Source: an optimization exercise on an open RTL-to-GDS flow (aim: small area, a short achievable clock period and few clock cycles per item). Production flows keep margins and buffers that such runs may drop. The RTL was checked by simulation tests, not by an equivalence proof against the original design. Power is estimated from default activity; no workload was simulated.

`flow/config.mk`:
```
export PLATFORM = sky130hd
export DESIGN_NAME = moving_average_filter_core
export DESIGN_NICKNAME = moving_average_filter_core
export VERILOG_FILES = /design/flow/design.v
export SDC_FILE = /design/flow/constraint.sdc
export NUM_CORES = 4
export LEC_CHECK = 0
export CAP_MARGIN = 20
export CORE_MARGIN = 2
export CORE_UTILIZATION = 40
export SLEW_MARGIN = 20
```
`flow/constraint.sdc`:
```
create_clock -name core_clock -period 7.0 [get_ports {clk}]
set_input_delay 1.4000 -clock core_clock [delete_from_list [all_inputs] [get_ports {clk}]]
set_output_delay 1.4000 -clock core_clock [all_outputs]
set_load 0.01 [all_outputs]
```
`flow/design.v`:
```
package mavg_pkg;
    localparam int WINDOW_MAX  = 32;
    localparam int SAMPLE_BITS = 16;
    localparam int SLOT_BITS   = (WINDOW_MAX > 1) ? $clog2(WINDOW_MAX) : 1;
    localparam int CNT_BITS    = $clog2(WINDOW_MAX + 1);
    localparam int SUM_BITS    = SAMPLE_BITS + SLOT_BITS;
    localparam int DCNT_BITS   = $clog2(SUM_BITS + 1);
    localparam int CFG_BITS    = 6;
    localparam logic [CFG_BITS-1:0] WINDOW_RESET = CFG_BITS'(5);
    typedef enum logic [1:0] {
        ST_IDLE,
        ST_SUM,
        ST_DIV,
        ST_DONE
    } mavg_state_t;
    typedef struct packed {
        logic load;
        logic sum_en;
        logic div_start;
        logic div_en;
        logic out_load;
    } mavg_cmd_t;
    typedef struct packed {
        logic sum_done;
        logic div_done;
    } mavg_stat_t;
endpackage
module mavg_ctrl (
    input  logic                clk,
    input  logic                rst_n,
    input  logic                s_tvalid,
    output logic                s_tready,
    output logic                m_tvalid,
    input  logic                m_tready,
    input  mavg_pkg::mavg_stat_t stat,
    output mavg_pkg::mavg_cmd_t  cmd
);
    mavg_pkg::mavg_state_t state_reg;
    mavg_pkg::mavg_state_t state_next;
    logic        m_tvalid_reg;
    logic        m_tvalid_next;
    logic        out_free;
    assign out_free = !m_tvalid_reg || m_tready;
    always_comb
    begin
        state_next = state_reg;
        unique case (state_reg)
            mavg_pkg::ST_IDLE:
            begin
                if (s_tvalid)
                begin
                    state_next = mavg_pkg::ST_SUM;
                end
            end
            mavg_pkg::ST_SUM:
            begin
                if (stat.sum_done)
                begin
                    state_next = mavg_pkg::ST_DIV;
                end
            end
            mavg_pkg::ST_DIV:
            begin
                if (stat.div_done)
                begin
                    state_next = mavg_pkg::ST_DONE;
                end
            end
            mavg_pkg::ST_DONE:
            begin
                if (out_free)
                begin
                    state_next = mavg_pkg::ST_IDLE;
                end
            end
            default:
            begin
                state_next = mavg_pkg::ST_IDLE;
            end
        endcase
    end
    always_comb
    begin
        s_tready      = 1'b0;
        cmd           = '0;
        unique case (state_reg)
            mavg_pkg::ST_IDLE:
            begin
                s_tready = 1'b1;
                cmd.load = s_tvalid;
            end
            mavg_pkg::ST_SUM:
            begin
                cmd.sum_en    = 1'b1;
                cmd.div_start = stat.sum_done;
            end
            mavg_pkg::ST_DIV:
            begin
                cmd.div_en = 1'b1;
            end
            mavg_pkg::ST_DONE:
            begin
                cmd.out_load = out_free;
            end
            default:
            begin
                cmd = '0;
            end
        endcase
    end
    always_comb
    begin
        m_tvalid_next = m_tvalid_reg;
        if (cmd.out_load)
        begin
            m_tvalid_next = 1'b1;
        end
        else if (m_tready)
        begin
            m_tvalid_next = 1'b0;
        end
    end
    always_ff @(posedge clk or negedge rst_n)
    begin
        if (!rst_n)
        begin
            state_reg    <= mavg_pkg::ST_IDLE;
            m_tvalid_reg <= 1'b0;
        end
        else
        begin
            state_reg    <= state_next;
            m_tvalid_reg <= m_tvalid_next;
        end
    end
    assign m_tvalid = m_tvalid_reg;
endmodule
module mavg_dpath (
    input  logic                                  clk,
    input  logic                                  rst_n,
    input  logic                                  cfg_we,
    input  logic [mavg_pkg::CFG_BITS-1:0]         cfg_wdata,
    input  logic signed [mavg_pkg::SAMPLE_BITS-1:0] sample,
    input  logic                                  first,
    input  mavg_pkg::mavg_cmd_t                   cmd,
    output mavg_pkg::mavg_stat_t                  stat,
    output logic signed [mavg_pkg::SAMPLE_BITS-1:0] average
);
    logic signed [mavg_pkg::SAMPLE_BITS-1:0] ring [mavg_pkg::WINDOW_MAX];
    logic [mavg_pkg::CFG_BITS-1:0]    window_length_reg;
    logic [mavg_pkg::SLOT_BITS-1:0]   write_slot_reg;
    logic [mavg_pkg::CNT_BITS-1:0]    fill_count_reg;
    logic [mavg_pkg::CNT_BITS-1:0]    count_reg;
    logic [mavg_pkg::SLOT_BITS-1:0]   rd_ptr_reg;
    logic [mavg_pkg::SLOT_BITS-1:0]   reads_left_reg;
    logic [mavg_pkg::SLOT_BITS-1:0]   adds_left_reg;
    logic                   rd_vld_reg;
    logic signed [mavg_pkg::SAMPLE_BITS-1:0] rd_data_reg;
    logic signed [mavg_pkg::SUM_BITS-1:0]    window_sum_reg;
    logic [mavg_pkg::SUM_BITS-1:0]    quo_reg;
    logic [mavg_pkg::CNT_BITS-1:0]    rem_reg;
    logic [mavg_pkg::DCNT_BITS-1:0]   div_cnt_reg;
    logic                   neg_reg;
    logic signed [mavg_pkg::SAMPLE_BITS-1:0] average_reg;
    logic [mavg_pkg::SLOT_BITS-1:0]   slot;
    logic [mavg_pkg::CNT_BITS-1:0]    fill_next;
    logic [mavg_pkg::CNT_BITS-1:0]    eff_win;
    logic [mavg_pkg::CNT_BITS-1:0]    count_next;
    logic [mavg_pkg::CNT_BITS:0]      trial;
    logic [mavg_pkg::CNT_BITS:0]      diff;
    logic                   ge;
    logic [mavg_pkg::SUM_BITS-1:0]    result;
    always_comb
    begin
        slot = first ? '0 : write_slot_reg;
        if (first)
        begin
            fill_next = mavg_pkg::CNT_BITS'(1);
        end
        else if (fill_count_reg == mavg_pkg::CNT_BITS'(mavg_pkg::WINDOW_MAX))
        begin
            fill_next = fill_count_reg;
        end
        else
        begin
            fill_next = fill_count_reg + mavg_pkg::CNT_BITS'(1);
        end
        priority if (window_length_reg == '0)
        begin
            eff_win = mavg_pkg::CNT_BITS'(1);
        end
        else if (int'(window_length_reg) > mavg_pkg::WINDOW_MAX)
        begin
            eff_win = mavg_pkg::CNT_BITS'(mavg_pkg::WINDOW_MAX);
        end
        else
        begin
            eff_win = mavg_pkg::CNT_BITS'(window_length_reg);
        end
        count_next = (eff_win < fill_next) ? eff_win : fill_next;
    end
    assign trial  = {rem_reg, quo_reg[mavg_pkg::SUM_BITS-1]};
    assign diff   = trial - {1'b0, count_reg};
    assign ge     = trial >= {1'b0, count_reg};
    assign result = neg_reg ? -quo_reg : quo_reg;
    assign stat.sum_done = (adds_left_reg == '0);
    assign stat.div_done = (div_cnt_reg == '0);
    always_ff @(posedge clk)
    begin
        if (cmd.load)
        begin
            ring[slot] <= sample;
        end
        rd_data_reg <= ring[rd_ptr_reg];
    end
    always_ff @(posedge clk or negedge rst_n)
    begin
        if (!rst_n)
        begin
            window_length_reg <= mavg_pkg::WINDOW_RESET;
            write_slot_reg    <= '0;
            fill_count_reg    <= '0;
            count_reg         <= mavg_pkg::CNT_BITS'(1);
            rd_ptr_reg        <= '0;
            reads_left_reg    <= '0;
            adds_left_reg     <= '0;
            rd_vld_reg        <= 1'b0;
            window_sum_reg    <= '0;
            div_cnt_reg       <= '0;
        end
        else
        begin
            if (cfg_we)
            begin
                window_length_reg <= cfg_wdata;
            end
            rd_vld_reg <= 1'b0;
            if (cmd.load)
            begin
                write_slot_reg <= slot + mavg_pkg::SLOT_BITS'(1);
                fill_count_reg <= fill_next;
                count_reg      <= count_next;
                rd_ptr_reg     <= slot - mavg_pkg::SLOT_BITS'(1);
                reads_left_reg <= mavg_pkg::SLOT_BITS'(count_next - mavg_pkg::CNT_BITS'(1));
                adds_left_reg  <= mavg_pkg::SLOT_BITS'(count_next - mavg_pkg::CNT_BITS'(1));
                window_sum_reg <= {{mavg_pkg::SLOT_BITS{sample[mavg_pkg::SAMPLE_BITS-1]}}, sample};
            end
            if (cmd.sum_en)
            begin
                if (reads_left_reg != '0)
                begin
                    rd_ptr_reg     <= rd_ptr_reg - mavg_pkg::SLOT_BITS'(1);
                    reads_left_reg <= reads_left_reg - mavg_pkg::SLOT_BITS'(1);
                    rd_vld_reg     <= 1'b1;
                end
                if (rd_vld_reg)
                begin
                    window_sum_reg <= window_sum_reg
                                    + {{mavg_pkg::SLOT_BITS{rd_data_reg[mavg_pkg::SAMPLE_BITS-1]}}, rd_data_reg};
                    adds_left_reg  <= adds_left_reg - mavg_pkg::SLOT_BITS'(1);
                end
            end
            if (cmd.div_start)
            begin
                div_cnt_reg <= mavg_pkg::DCNT_BITS'(mavg_pkg::SUM_BITS);
            end
            else if (cmd.div_en && div_cnt_reg != '0)
            begin
                div_cnt_reg <= div_cnt_reg - mavg_pkg::DCNT_BITS'(1);
            end
        end
    end
    always_ff @(posedge clk)
    begin
        if (cmd.div_start)
        begin
            neg_reg <= window_sum_reg[mavg_pkg::SUM_BITS-1];
            quo_reg <= window_sum_reg[mavg_pkg::SUM_BITS-1] ? -window_sum_reg : window_sum_reg;
            rem_reg <= '0;
        end
        else if (cmd.div_en && div_cnt_reg != '0)
        begin
            rem_reg <= ge ? diff[mavg_pkg::CNT_BITS-1:0] : trial[mavg_pkg::CNT_BITS-1:0];
            quo_reg <= {quo_reg[mavg_pkg::SUM_BITS-2:0], ge};
        end
        if (cmd.out_load)
        begin
            average_reg <= result[mavg_pkg::SAMPLE_BITS-1:0];
        end
    end
    assign average = average_reg;
endmodule
module moving_average_filter_core (
    input  logic                             clk,
    input  logic                             rst_n,
    input  logic                             cfg_we,
    input  logic [mavg_pkg::CFG_BITS-1:0]    cfg_wdata,
    input  logic                             s_tvalid,
    output logic                             s_tready,
    input  logic [mavg_pkg::SAMPLE_BITS-1:0] s_tdata,    
    input  logic                             s_tuser,    
    output logic                             m_tvalid,
    input  logic                             m_tready,
    output logic [mavg_pkg::SAMPLE_BITS-1:0] m_tdata     
);
    mavg_pkg::mavg_cmd_t                     cmd;
    mavg_pkg::mavg_stat_t                    stat;
    logic signed [mavg_pkg::SAMPLE_BITS-1:0] average;
    mavg_ctrl u_ctrl (
        .clk      (clk),
        .rst_n    (rst_n),
        .s_tvalid (s_tvalid),
        .s_tready (s_tready),
        .m_tvalid (m_tvalid),
        .m_tready (m_tready),
        .stat     (stat),
        .cmd      (cmd)
    );
    mavg_dpath u_dpath (
        .clk       (clk),
        .rst_n     (rst_n),
        .cfg_we    (cfg_we),
        .cfg_wdata (cfg_wdata),
        .sample    (s_tdata),
        .first     (s_tuser),
        .cmd       (cmd),
        .stat      (stat),
        .average   (average)
    );
    assign m_tdata = average;
endmodule
```
`flow/run.sh`:
```
#!/bin/bash
# synth_recipe.tcl (not shown) runs the flow's synth.tcl, then flattens the netlist and writes it again
# the make line also repeats each setting of config.mk as NAME=value (left out here)
make -C /OpenROAD-flow-scripts/flow DESIGN_CONFIG=/design/flow/config.mk WORK_HOME=/design/flow/orfs CLKGATE_MAP_FILE= SYNTH_SCRIPT=/design/flow/synth_recipe.tcl finish
```
==> results.txt <==
- The wire length of the first global-routing pass is 89.7 mm.
- Buffers inserted to repair hold after CTS numbered 0.
- Measured against the total synthesized area, the mux share comes to 0.146.
- The cell area that synthesis handed to floorplanning was 27100 um2.
- The clock sink count is 640.
- The clock passes through at most 3 buffers.
- By area the synthesized netlist is led by edfxtp_1 (61%), mux4_2 (13%), dfrtp_1 (6.0%).
- The TritonCTS clock tree is yes.
- Yosys mapped a number of flops with a built-in enable equal to 550.
- Entering global routing, the biggest net connects 71 pins.
- From synthesis to final layout, the design area changed by 14.1%.
- The cell depth of the worst min-delay path is 2.
- IR analysis of the VDD net gives a maximum drop of 0.000224 V.
- Measured against its own limit, the worst slew margin works out to 0.311.
- The cell type contributing the most total cell area after synthesis is edfxtp_1.
- The height of the die is 265 um.
- During placement, the flow inserted port buffers numbering 45.
- After clock tree synthesis, the clock-pin slew on the worst setup and hold paths is 0.06 ns.
- The number of global-route vias before repair was 14595.
- The standard cell with the maximum stage delay on the critical path is clkdlybuf4s50_1.
- Routability-driven placement finished with a final weighted congestion of 0.843.
- Of the total synthesized cell area, the portion taken by XOR and XNOR cells is 0.0213.
- STA classifies the critical path endpoint as a flop.
- The die footprint is 70000 um2.
- The starting utilization of the core area is 0.404.
- Of the total synthesized cell area, the portion taken by AND, OR, NAND and NOR gates is 0.0559.
- In this run the most critical hold path is launched from u_dpath.count_reg[2].
- The register bit total from synthesis is 640.
- The max-cap violation count is 0.
- The startpoint identified for the worst register-to-register timing path is u_dpath.fill_count_reg[0].
- From left edge to right edge, the die measures 265 um.
- The maximum net fanout on the critical path is 20.
- For hold timing, the worst endpoint is u_dpath.count_reg[2].
- Synthesis produced a netlist with a net count of 1702.
- The minimum setup slack after placement is 1.12 ns.
- The root buffer cell chosen for the clock tree is clkbuf_16.
- In this run the count of I/O pins placed on the die edge is 46.
- In the final timing run, aggregate negative setup slack is 0 ns.
- Summed over all layers, the global routing overflow is 0.
- The fraction of final layout cells with drive strength greater than 1 is 0.203.
- The flop-to-flop setup slack is 2.25 ns.
- The pre-antenna-repair detailed-routing pass consisted of 5 iterations.
- The critical path goes through clkdlybuf4s50_1 -> a21oi_1 -> nand2_1 -> ha_1 -> a211oi_1 -> nor2_1 -> nor2_1 -> o31a_1 -> mux2i_1 -> ha_1 -> nand2_1 -> mux2i_1 -> a21oi_1 -> mux2_2 -> a221o_1.
- The global-route total usage across every layer is 0.171.
- The number of buffers created by CTS is 71.
- The fraction of registers with async set/reset is 0.106.
- The layout net count is 1765.
- The compound-cell area share of the yosys netlist is 0.0481.
- The critical path data arrival time is 5.80 ns.
- The number of levels in the clock H-tree is 3.
- The vias per cell is 5.49.
- The HPWL after detailed placement is 36.0 mm.
- The final worst hold slack is 0.477 ns.
- The flip-flop count of the largest register after layout is 512.
- The kind of cell with the highest combined delay along the critical path is compound AO/OA/AOI/OAI gates.
- The post-synthesis share of cell area spent on full adders, half adders and majority gates is 0.0254.
- The count of standard-cell rows is 95.
- After detailed routing, the number of remaining DRC violations is 0.
- Setup repair after global routing left no endpoint under its margin.
- In this run the standard cell core region covers 67200 um2.
- In this run the post-CTS setup repair buffer count came out at 0.
- The final critical path time including I/O delays and setup is 5.32 ns.
- The slack of the critical path is 1.68 ns.
- The number of distinct library cells after synthesis is 60.
- By area, the combinational part of the netlist is dominated by multiplexers.
- The number of antenna diodes in the final layout is 0.
- The static leakage is 10.3 nW.
- The kind of critical path is input pin to flop.
- Measured in cells, the most critical reg-to-reg path has a length of 17.
- For this design the ratio of total power to cell area is 420 nW/um2.
- The transition at the pin with the smallest max-transition slack is 1.03 ns.
- The count of routing violations after the opening detailed-route iteration is 1303.
- On the final layout, the worst clock skew is 0.0255 ns.
- Synthesis handed over a netlist of 1620 instances.
- Dividing the detail-routed wire length by the instance count gives 22.4 um.
- The buffering stage count on the worst path with inverters included is 1.
- The top flip-flop cell by instance count after synthesis is edfxtp_1.
- The delay contributed by the slowest stage of the critical path is 0.77 ns.
- The number of hold violations in the final report is 0.
- The average size of a mapped cell is 16.8 um2.
- The count of pins over their slew limit is 0.
- The share of the Yosys chip area taken by registers is 0.687.
- The number of warnings printed during yosys synthesis is 2.
- The total setup violations reported at the end of the flow is 0.
- The capture point of the worst reg-to-reg path is u_dpath.adds_left_reg[4].
- The routed layout has 14324 vias.
- The count of nets left with antenna violations after detail routing is 0.
- The initial antenna violation count is 0.
- Wires add up to 58.6 mm.
- The later-pin clock latency in the skew report is 0.62 ns.
- STA classifies the critical path startpoint as an input pin.
- Derived from the worst setup path, the maximum achievable clock frequency is 0.188 GHz.
- Post-CTS repair changed the size of 0 cells.
- The path class of the tightest hold or removal check is flop to flop.
- The run finished with no timing, DRC or antenna violations.
- The fraction of post-synthesis cell area in the top cell type by area is 0.608.
- The required time reported for the critical path endpoint is 7.48 ns.
- In the finished design, the share of the clock period the worst path needs comes to 0.761.
==> stage by stage <==
| step | total power [mW] | util | cells | cell area (um2) |
|---|---|---|---|---|
| 5_1_grt | 13.7 | 0.461 | 2611 | 31000 |
| 3_5_place_dp | 9.45 | 0.427 | 2483 | 28700 |
| 2_1_floorplan | 8.17 | - | 1620 | 27100 |
| 6_report | 13.0 | 0.461 | 2611 | 31000 |
| 3_3_place_gp | 9.39 | 0.427 | 2483 | 28700 |
| 4_1_cts | 13.1 | 0.461 | 2611 | 31000 |
==> power by group <==
| group | internal [mW] | leakage, nW | switching (mW) |
|---|---|---|---|
| registers | 4.58 | 5.95 | 0.513 |
| logic | 2.02 | 3.23 | 2.23 |
| clock network | 2.17 | 1.12 | 1.49 |
==> cell usage in the layout (no fill, tap or decap), drive strengths merged, types with 8 or more instances in the layout <==
| master | n |
|---|---|
| mux4 | 160 |
| o31ai | 9 |
| edfxtp | 550 |
| nand2b | 11 |
| nor2 | 87 |
| a21oi | 61 |
| a31oi | 14 |
| clkdlybuf4s50 | 43 |
| or3 | 13 |
| xor2 | 34 |
| xnor2 | 32 |
| dfxtp | 22 |
| dfrtp | 65 |
| a211oi | 13 |
| or4 | 8 |
| mux2 | 22 |
| nand3 | 17 |
| and3 | 8 |
| ha | 52 |
| inv | 43 |
| mux2i | 10 |
| clkbuf | 91 |
| nand2 | 137 |
| nor3 | 17 |
| clkinv | 26 |
| nor2b | 13 |
| o21ai | 81 |
| buf | 25 |
==> cell usage after synthesis (6+ instances only) <==
cell type	n
edfxtp_1	550
mux4_2	160
nand2_1	137
nor2_1	87
o21ai_0	79
dfrtp_1	65
a21oi_1	61
clkbuf_1	58
ha_1	52
inv_1	40
xor2_1	34
xnor2_1	32
dfxtp_1	22
mux2_2	22
buf_1	19
nand3_1	17
nor3_1	17
a31oi_1	14
a211oi_1	13
nor2b_1	13
nand2b_1	11
mux2i_1	10
o31ai_1	9
or3_1	9
and3_1	8
a21o_1	6
o41ai_1	6
or4_1	6
==> kinds of logic after synthesis <==
group | after synthesis
adders and majority gates | 54
buffers and inverters | 118
AOI/OAI and AO/OA | 219
and+or+nand+nor | 331
DFF | 640
muxes | 192
xor gates and xnor gates | 66
==> how the worst max path moves through the flow <==
| stage | from | end | slack [ns] | cells past startpoint |
|---|---|---|---|---|
| 4_1_cts | s_tuser | u_dpath.adds_left_reg[4] | 1.74 | 15 |
| 5_1_grt | s_tuser | u_dpath.adds_left_reg[4] | 1.33 | 15 |
| 3_5_place_dp | s_tuser | u_dpath.adds_left_reg[4] | 1.12 | 15 |
| 6_report | s_tuser | u_dpath.adds_left_reg[4] | 1.68 | 15 |
| 3_3_place_gp | s_tuser | u_dpath.adds_left_reg[4] | 1.19 | 15 |
| 2_1_floorplan | s_tuser | u_dpath.adds_left_reg[4] | 2.48 | 16 |
==> tightest hold or removal path: stages, from the launching register on <==
cell	delay, ns
dfrtp_1	0.34
nand2_1	0.04
o21ai_0	0.06
==> area by class of cell <==
class                      instances  area, um2
fill                            5681      36200
sequential                       640      18700
multi-input combinational        862       8130
clock buffer                      91       1920
tap                              873       1090
timing repair buffer              68        628
clock inverter                    37        382
inverter                          40        150
==> metal layers <==
metal  wire length (um)  vias to the layer above  track usage
met1              27100                     7373        0.248
met4               1160                        0       0.0453
met2              27100                      376        0.263
li1                   -                     6496            -
met3               3210                       79       0.0350
met5                  0                        -            0
Testbench counts, summed over its fixed seeds: cycles 94,361, items 2,400.

## separate check: timing with driven ports
The results above use ideal ports. As a check the final layout listed here was re-extracted and re-timed, cells and wires unchanged.
Step 1: set_driving_cell puts a clkbuf_16 on clk and a buf_2 on each other input, an assumption about the parent block.
Step 2 moves the port delays by t, midway between the first and last clock arrival at a register: inputs arrive t later, outputs are due t later. That takes back most of the time a late clock gives input paths.
Slacks: ideal / step 1 / step 2; pairs: ideal / step 1.
shift t [ns]: 0.663
setup WS [ns]: 1.675 / 1.696 / 1.033
worst setup path at the end: input to register
slew at the worst register clock pin (ns): 0.06 / 0.06
worst slew at a driven data input, ns: 0.05
After both steps setup and hold are still met in this run. For this run, drivers alone change the setup slack by +0.021 ns; drivers and shift together by -0.642 ns.
